Context: an optimization exercise on an open-source flow, tuned for small area, a short achievable clock period and few clock cycles. The choices shown serve that exercise and are no tape-out recipe. No functional check of the RTL was part of this run. Power and IR drop assume default switching activity.

<file path="flow/design.v">
module rs_serial #(
    parameter int AM = 2
) (
    input  logic        i_clk,
    input  logic        i_rst_n,
    input  logic        i_load,
    input  logic [4:0]  i_pend,
    input  logic [15:0] i_x,
    input  logic [15:0] i_y,
    input  logic [15:0] i_right,
    input  logic [15:0] i_bottom,
    input  logic [15:0] i_cx,
    input  logic [15:0] i_cy,
    input  logic [15:0] i_cr,
    input  logic [15:0] i_cb,
    output logic        o_valid,
    input  logic        i_ready,
    output logic [15:0] o_x,
    output logic [15:0] o_y,
    output logic [15:0] o_width,
    output logic [15:0] o_height,
    output logic [2:0]  o_side,
    output logic        o_last
);
    logic [15:0] r_x, r_y, r_r, r_b;
    logic [4:0]  r_cur;
    logic [4:1]  r_rest;
    logic [4:0]  ld_cur, nx_cur;
    logic [4:1]  ld_rest, nx_rest;
    logic        take;
    function automatic logic [4:0] first(input logic [4:0] p);
        if (p[0])      first = 5'b00001;
        else if (p[1]) first = 5'b00010;
        else if (p[2]) first = 5'b00100;
        else if (p[3]) first = 5'b01000;
        else           first = {p[4], 4'b0000};
    endfunction
    assign ld_cur  = first(i_pend);
    assign ld_rest = i_pend[4:1] & ~ld_cur[4:1];
    assign nx_cur  = first({r_rest, 1'b0});
    assign nx_rest = r_rest & ~nx_cur[4:1];
    assign take    = o_valid && i_ready;
    always_ff @(posedge i_clk) begin
        if (!i_rst_n) begin
            r_cur  <= '0;
            r_rest <= '0;
        end else if (i_load) begin
            r_cur  <= ld_cur;
            r_rest <= ld_rest;
        end else if (take) begin
            r_cur  <= nx_cur;
            r_rest <= nx_rest;
        end
    end
    always_ff @(posedge i_clk) begin
        if (i_load || (take && nx_cur[4])) r_x <= (i_load && !ld_cur[4]) ? i_x : i_cr;
        if (i_load || (take && r_cur[1]))  r_y <= i_load ? i_y : i_cy;
        if (i_load || (take && r_cur[2]))  r_b <= i_load ? i_bottom : i_cb;
        if (i_load)                        r_r <= i_right;
    end
    logic [15:0] wa, ha;
    logic [16:0] ws, hs;
    assign o_valid  = (r_cur != 5'b00000);
    assign o_last   = (r_rest == 4'b0000);
    assign o_side   = {r_cur[4], r_cur[2] || r_cur[3], r_cur[1] || r_cur[3]};
    assign o_x      = r_x;
    assign o_y      = r_cur[2] ? i_cb : r_y;
    assign wa       = r_cur[3] ? i_cx : r_r;
    assign ha       = r_cur[1] ? i_cy : r_b;
    rs_add #(.N(16), .MODE(AM)) u_w (.i_a(wa), .i_b(~r_x), .i_cin(1'b1), .o_s(ws));
    rs_add #(.N(16), .MODE(AM)) u_h (.i_a(ha), .i_b(~o_y), .i_cin(1'b1), .o_s(hs));
    assign o_width  = ws[15:0];
    assign o_height = hs[15:0];
endmodule
module rs_carry #(
    parameter int N    = 16,
    parameter int MODE = 0
) (
    input  logic [N-1:0] i_g,
    input  logic [N-1:0] i_p,
    input  logic         i_cin,
    output logic [N:0]   o_c
);
    localparam int L = $clog2(N + 1);
    logic [N:0] g;
    logic [N:0] p;
    always_comb begin
        g = {i_g, i_cin};
        p = {i_p, 1'b0};
        if (MODE == 0) begin
            for (int l = 0; l < L; l++) begin
                for (int i = N; i >= 0; i--) begin
                    if (((i >> l) & 1) == 1) begin
                        g[i] = g[i] | (p[i] & g[((i >> l) << l) - 1]);
                        p[i] = p[i] & p[((i >> l) << l) - 1];
                    end
                end
            end
        end else if (MODE == 1) begin
            for (int i = 1; i <= N; i++) begin
                g[i] = g[i] | (p[i] & g[i-1]);
            end
        end else begin
            for (int d = 1; d <= N; d = d * 2) begin
                for (int i = 2 * d - 1; i <= N; i = i + 2 * d) begin
                    g[i] = g[i] | (p[i] & g[i-d]);
                    p[i] = p[i] & p[i-d];
                end
            end
            for (int d = 1 << L; d >= 1; d = d / 2) begin
                for (int i = 3 * d - 1; i <= N; i = i + 2 * d) begin
                    g[i] = g[i] | (p[i] & g[i-d]);
                    p[i] = p[i] & p[i-d];
                end
            end
        end
        o_c = g;
    end
endmodule
module rs_add #(
    parameter int N    = 16,
    parameter int MODE = 0
) (
    input  logic [N-1:0] i_a,
    input  logic [N-1:0] i_b,
    input  logic         i_cin,
    output logic [N:0]   o_s
);
    logic [N:0] c;
    rs_carry #(.N(N), .MODE(MODE)) u_c (.i_g(i_a & i_b), .i_p(i_a ^ i_b), .i_cin(i_cin), .o_c(c));
    assign o_s = {c[N], (i_a ^ i_b) ^ c[N-1:0]};
endmodule
module rs_cmp #(
    parameter int N    = 16,
    parameter int MODE = 0
) (
    input  logic [N-1:0] i_a,
    input  logic [N-1:0] i_b,
    input  logic         i_ge,
    output logic         o_gt
);
    logic [N:0] c;
    rs_carry #(.N(N), .MODE(MODE)) u_c (.i_g(i_a & ~i_b), .i_p(i_a | ~i_b), .i_cin(i_ge), .o_c(c));
    assign o_gt = c[N];
endmodule
module rectangle_subtract (
    input  logic        i_clk,
    input  logic        i_rst_n,
    input  logic        i_rect_valid,
    output logic        o_rect_ready,
    input  logic [15:0] i_rect_x,
    input  logic [15:0] i_rect_y,
    input  logic [15:0] i_rect_width,
    input  logic [15:0] i_rect_height,
    input  logic        i_cfg_valid,
    output logic        o_cfg_ready,
    input  logic [1:0]  i_cfg_index,
    input  logic [15:0] i_cfg_data,
    output logic        o_piece_valid,
    input  logic        i_piece_ready,
    output logic [15:0] o_piece_x,
    output logic [15:0] o_piece_y,
    output logic [15:0] o_piece_width,
    output logic [15:0] o_piece_height,
    output logic [2:0]  o_piece_side,
    output logic        o_piece_last
);
    localparam int IM = 0;
    logic [15:0] r_cx, r_cy, r_cw, r_ch;
    logic [16:0] r_cb, cr_s, cb_s;
    logic        r_wr;
    assign o_cfg_ready = 1'b1;
    always_ff @(posedge i_clk) begin
        if (!i_rst_n || (i_cfg_valid && i_cfg_index == 2'd0)) r_cx <= i_rst_n ? i_cfg_data : '0;
        if (!i_rst_n || (i_cfg_valid && i_cfg_index == 2'd1)) r_cy <= i_rst_n ? i_cfg_data : '0;
        if (!i_rst_n || (i_cfg_valid && i_cfg_index == 2'd2)) r_cw <= i_rst_n ? i_cfg_data : '0;
        if (!i_rst_n || (i_cfg_valid && i_cfg_index == 2'd3)) r_ch <= i_rst_n ? i_cfg_data : '0;
    end
    rs_add #(.N(16), .MODE(2)) u_cr (.i_a(r_cx), .i_b(r_cw), .i_cin(1'b0), .o_s(cr_s));
    rs_add #(.N(16), .MODE(2)) u_cb (.i_a(r_cy), .i_b(r_ch), .i_cin(1'b0), .o_s(cb_s));
    always_ff @(posedge i_clk) begin
        r_cb <= cb_s;
        r_wr <= !i_rst_n || i_cfg_valid;
    end
    logic [16:0] in_rr, in_rb;
    logic        in_top, in_bot, in_left, in_right, in_cont, in_ovl, in_hpos;
    logic        ov_l, ov_t, ov_r, ov_b;
    logic [4:0]  in_pend;
    rs_add #(.N(16), .MODE(IM)) u_rr (.i_a(i_rect_x), .i_b(i_rect_width), .i_cin(1'b0), .o_s(in_rr));
    rs_add #(.N(16), .MODE(IM)) u_rb (.i_a(i_rect_y), .i_b(i_rect_height), .i_cin(1'b0), .o_s(in_rb));
    rs_cmp #(.N(16)) u_top (.i_a(r_cy), .i_b(i_rect_y), .i_ge(1'b0), .o_gt(in_top));
    rs_cmp #(.N(16)) u_lft (.i_a(r_cx), .i_b(i_rect_x), .i_ge(1'b0), .o_gt(in_left));
    rs_cmp #(.N(17)) u_bot (.i_a(in_rb), .i_b(r_cb), .i_ge(1'b0), .o_gt(in_bot));
    rs_cmp #(.N(17)) u_rgt (.i_a(in_rr), .i_b(cr_s), .i_ge(1'b0), .o_gt(in_right));
    rs_cmp #(.N(17)) u_ovl (.i_a(in_rr), .i_b({1'b0, r_cx}), .i_ge(1'b0), .o_gt(ov_l));
    rs_cmp #(.N(17)) u_ovt (.i_a(in_rb), .i_b({1'b0, r_cy}), .i_ge(1'b0), .o_gt(ov_t));
    rs_cmp #(.N(17)) u_ovr (.i_a(cr_s), .i_b({1'b0, i_rect_x}), .i_ge(1'b0), .o_gt(ov_r));
    rs_cmp #(.N(17)) u_ovb (.i_a(r_cb), .i_b({1'b0, i_rect_y}), .i_ge(1'b0), .o_gt(ov_b));
    assign in_cont  = !in_top && !in_left && !in_bot && !in_right;
    assign in_ovl   = ov_l && ov_t && ov_r && ov_b;
    assign in_hpos  = (r_ch != 16'd0) && (i_rect_height != 16'd0);
    assign in_pend  = in_cont ? 5'b00000 :
                      !in_ovl ? 5'b00001 :
                      {in_right && in_hpos, in_left && in_hpos, in_bot, in_top, 1'b0};
    logic       take, rfree, accept;
    logic       r_cq;
    rs_serial u_rs_serial (
        .i_clk    (i_clk),
        .i_rst_n  (i_rst_n),
        .i_load   (accept),
        .i_pend   (in_pend),
        .i_x      (i_rect_x),
        .i_y      (i_rect_y),
        .i_right  (in_rr[15:0]),
        .i_bottom (in_rb[15:0]),
        .i_cx     (r_cx),
        .i_cy     (r_cy),
        .i_cr     (cr_s[15:0]),
        .i_cb     (r_cb[15:0]),
        .o_valid  (o_piece_valid),
        .i_ready  (i_piece_ready),
        .o_x      (o_piece_x),
        .o_y      (o_piece_y),
        .o_width  (o_piece_width),
        .o_height (o_piece_height),
        .o_side   (o_piece_side),
        .o_last   (o_piece_last)
    );
    assign take         = o_piece_valid && i_piece_ready;
    assign rfree        = !r_wr && (!o_piece_valid || (take && o_piece_last));
    assign accept       = i_rect_valid && rfree;
    assign o_rect_ready = rfree || r_cq;
    always_ff @(posedge i_clk) begin
        if (!i_rst_n) begin
            r_cq <= 1'b0;
        end else begin
            r_cq <= i_rect_valid && !o_rect_ready && !r_wr && in_cont;
        end
    end
endmodule
</file>
<file path="flow/run.sh">
#!/bin/bash
# synth_recipe.tcl (not shown) runs the flow's synth.tcl, then flattens the netlist and writes it again
# the make line also repeats each setting of config.mk as NAME=value (left out here)
make -C /OpenROAD-flow-scripts/flow DESIGN_CONFIG=/design/flow/config.mk WORK_HOME=/design/flow/orfs CLKGATE_MAP_FILE= SYNTH_SCRIPT=/design/flow/synth_recipe.tcl finish
</file>
<file path="flow/config.mk">
export PLATFORM = sky130hd
export DESIGN_NAME = rectangle_subtract
export DESIGN_NICKNAME = rectangle_subtract
export VERILOG_FILES = /design/flow/design.v
export SDC_FILE = /design/flow/constraint.sdc
export NUM_CORES = 4
export LEC_CHECK = 0
export CAP_MARGIN = 20
export CORE_MARGIN = 2
export CORE_UTILIZATION = 40
export SETUP_SLACK_MARGIN = 1.5
export SLEW_MARGIN = 20
</file>
<file path="flow/constraint.sdc">
create_clock -name core_clock -period 5.0 [get_ports {i_clk}]
set_input_delay 1.0000 -clock core_clock [delete_from_list [all_inputs] [get_ports {i_clk}]]
set_output_delay 1.0000 -clock core_clock [all_outputs]
set_load 0.01 [all_outputs]
</file>
==> metrics.md <==
| Metric | Value |
|---|---|
| Status | finished with violations |
| Checks failing in the layout checks | negative setup slack |
| Max Cap Viol | 0 |
| Largest net degree at the start of global routing | 41 |
| Die area | 31900 um^2 |
| Grt ovf | 0 |
| Place WS | -0.735 ns |
| Setup Skew | approximately 0.012 ns |
| Die Height | 179 um |
| CTS root buffer | clkbuf_16 |
| Final clock period utilization by the worst path | 1.02 |
| Kind of end point of the critical path | flip-flop |
| Core ar. | 29800 um^2 |
| Netlist Area Pre-Place | 12200 um^2 |
| DPL Wire Length | 28200 um |
| Num Clock Sinks | 156 |
| Async set or reset register ratio after synthesis | 0 |
| Synth Net Count | 1450 |
| Initial antenna violation count | 0 |
| Hold slack | 0.473 ns |
| Final nets | 1846 |
| Crit path max fanout | 4 |
| H-tree Lvls | 4 |
| WL final | 35900 um |
| CTS Buf Count | 17 |
| Global-route wire length before repair | roughly 57000 um |
| DR iter-0 viols | 716 |
| Drt wl/cell | 17.6 um |
| Crit path launch type | flip-flop |
| Hold Crit Class | flip-flop to flip-flop |
| Vias in the first global route | 10900 |
| Critical setup path kind | flip-flop to flip-flop |
| Clock slew seen by the registers of the worst setup and hold paths | ~0.060 ns |
| Worst path max stage delay | 0.47 ns |
| Area delta synth->final | 42.0% |
| Worst-Skew Late Latency | 0.43 ns |
| Cell area power density | 334 nW/um^2 |
| CTS max path bufs | 2 |
| IO Count | 158 |
| # diodes | 0 |
| Hold-fix buffers, CTS | 0 |
| RSZ-0062 raised after global routing | true |
| Max Freq | 196 MHz |
| Final Critical Period | approximately 5 ns |
| Die width | 179 um |
| Worst Tran Pin Value | ~0.8 ns |
| DP Area | 15900 um^2 |
| Synth area leaders | edfxtp_1 (32%), ha_1 (9.2%), fa_1 (6.2%), inv_1 (5.5%), dfxtp_1 (4.6%) |
| M1 wire length | 16100 um |
| CP arrival | around 5.5 ns |
| Distinct cells, synth | 90 |
| Max VDD drop | between 0.2 and 0.25 mV |
| CP Buf/Inv Count | 4 |
| Post-synth top area cell | edfxtp_1 |
| TritonCTS clock tree | yes |
| Initial Util | 0.409 |
| Design Power | 5.77 mW |
| Max_slew headroom | 0.477 |
| Yosys reg bits | 156 |
| Worst path required time | 5.36 ns |
| Sequential element share of the synthesized area | 0.361 |
| Number of synthesized flops with an enable pin | approximately 130 |
| Slowest cell on the critical path | fa_2 |
| Final WS setup | -0.106 ns |
| Sum of negative setup slack | -1.23 ns |
| Final setup fails | 18 |
| Critical Path Most Common Cell | a21oi_2 |
| I/O Buffers | 156 |
| DR top layer | met4 |
| Synth Warn # | 5 |
| Delay-heaviest family, CP | compound AO/OA/AOI/OAI gates |
| Fin area | roughly 17000 um^2 |
| Synthesized area per cell | 9.87 um^2 |
| Post-synth top flop | edfxtp_1 |
| Routability congestion estimate from global placement | 0.950 |
| Rows | 63 |
| Area share of the largest cell type after synthesis | 0.315 |
| DRC Markers | 0 |
| Mapped Cells | 1235 |
| Final Max Tran Viols | 0 |
| Via count | around 11000 |
| Proportion of layout cells with a drive suffix above 1 | 0.302 |
| Remaining antenna violation count after routing | 0 |
| First-pass iteration count of the detailed router | 5 |
| Total GRT Usage | 0.229 |
| Final Hold Fails | 0 |
| Wire length on met3 | approximately 1900 um |
| Metal2 WL | between 15000 and 20000 um |
| Via-per-instance ratio | 5.31 |
| Leakage Power | between 7 and 8 nW |
[power breakdown]
| part | switching (mW) | internal, mW | leakage [nW] |
|---|---|---|---|
| Sequential | 0.163 | 1.59 | 1.46 |
| Clock | 0.582 | 0.800 | 0.299 |
| Combinational | 1.31 | 1.33 | 5.60 |
| Total | 2.06 | 3.72 | 7.35 |
[cells in the final DEF, fill, tap and decap left out, drive strengths merged, types with 14 or more instances in the layout]
| master | Yosys | layout |
|---|---|---|
| a21o | 21 | 21 |
| nand2b | 21 | 21 |
| a21oi | 65 | 65 |
| and2 | 24 | 24 |
| nand3 | 22 | 22 |
| xor2 | 24 | 24 |
| inv | 178 | 183 |
| mux2 | 23 | 23 |
| o21ai | 77 | 77 |
| clkbuf | 16 | 18 |
| xnor2 | 25 | 25 |
| nand2 | 99 | 99 |
| nor2b | 14 | 14 |
| mux2i | 44 | 44 |
| nor2 | 41 | 41 |
| nor3 | 20 | 20 |
| dfxtp | 28 | 28 |
| ha | 90 | 90 |
| buf | 5 | 273 |
| edfxtp | 128 | 128 |
| fa | 38 | 38 |
| clkdlybuf4s50 | 0 | 113 |
| maj3 | 28 | 28 |
[cells in the mapped netlist (18+ instances only)]
cell type and number:
inv_1 177, edfxtp_1 128, nand2_1 99, ha_1 90, o21ai_0 74, a21oi_1 65, mux2i_1 44, nor2_1 41
fa_1 38, dfxtp_1 28, maj3_1 25, xnor2_1 25, xor2_1 24, and2_1 23, nand3_1 22, mux2_2 21
nand2b_1 21, a21o_1 20, nor3_1 18
[worst register-to-register path, delay by kind of cell, from the launching register on]
| kind | cells | cell delay, ns |
|---|---|---|
| compound gates | 18 | 2.79 |
| fa+ha+maj | 2 | 0.78 |
| buf+inv | 4 | 0.54 |
| simple gates | 4 | 0.52 |
| flops | 1 | 0.40 |
[sequential cells by signal (all words and copies together), names as in the netlist]
signal	cells
u_rs_serial.r_x	16
u_rs_serial.r_r	16
r_ch	16
u_rs_serial.r_b	16
r_wr	1
r_cw	16
u_rs_serial.r_y	16
r_cx	16
u_rs_serial.r_cur	5
r_cb	17
r_cy	16
u_rs_serial.r_rest	4
r_cq	1
[what timing repair did]
action,CTS,global route
resized for setup,256,32
pin swaps,86,29
endpoints found under the setup margin,61,56
cloned,0,0
buffers inserted,34,8
hold endpoints to repair,0,0
[kinds of logic after synthesis]
group / Yosys count / synth area share
and+or+nand+nor: 284 / 0.118
xor gates and xnor gates: 49 / 0.0352
AOI/OAI and AO/OA: 322 / 0.186
muxes: 67 / 0.0580
buffers and inverters: 200 / 0.0635
adders and majority gates: 156 / 0.178
other: 1 / 0.000308
DFF: 156 / 0.361
[metrics by stage]
stage                     utilization  std cells
final                           0.581       2034
after global routing            0.581       2034
after CTS                       0.574       2026
after detailed placement        0.532       1960
after global placement          0.532       1960
after floorplan                     -       1235
[final timing paths]
| path | start | depth (start not counted) | slack, ns | to |
|---|---|---|---|---|
| max | r_cw[1] | 28 | -0.11 | u_rs_serial.r_cur[2] |
| min | u_rs_serial.r_cur[0] | 2 | 0.47 | u_rs_serial.r_cur[0] |
| max reg2reg | r_cw[1] | 28 | -0.11 | u_rs_serial.r_cur[2] |
| min reg2reg | u_rs_serial.r_cur[0] | 2 | 0.47 | u_rs_serial.r_cur[0] |
[layer usage]
| layer | track usage | vias to the layer above |
|---|---|---|
| li1 | - | 5292 |
| met4 | 0.0525 | 0 |
| met5 | 0 | - |
| met3 | 0.0354 | 24 |
| met2 | 0.387 | 296 |
| met1 | 0.307 | 5185 |
[layout make-up]
cell class	count	area, um^2
Fill cell	2610	12500
Clock buffer	18	429
Tap cell	390	488
Multi-Input combinational cell	879	7740
Timing Repair Buffer	398	3370
Clock inverter	14	186
Inverter	179	672
Sequential cell	156	4420

[port drivers added, routing unchanged]
Ports are ideal in the flow. The routed layout listed here was re-timed in OpenROAD.
Step 1 (the two cells are an assumption about what drives the block):
set clk [get_ports {i_clk}]
set_driving_cell -lib_cell sky130_fd_sc_hd__clkbuf_16 $clk
set_driving_cell -lib_cell sky130_fd_sc_hd__buf_2 [delete_from_list [all_inputs] $clk]
Step 2 adds t to the input delays and takes it off the output delays; t is the mean of the earliest and latest rising clock arrival at the registers after step 1. Input paths then give back, and output paths get back, about the clock's delay inside the block.
Slacks: ideal ports / drivers / drivers and shift; pairs: ideal ports / drivers.
t (ns): 0.470
setup WS [ns]: -0.106 / -0.106 / -0.511
slew at the worst register clock pin (ns): 0.07 / 0.07
worst slew at a driven data input, ns: 0.04
The setup slack of this run moves by 0.000 ns with the drivers and by -0.405 ns with both steps.
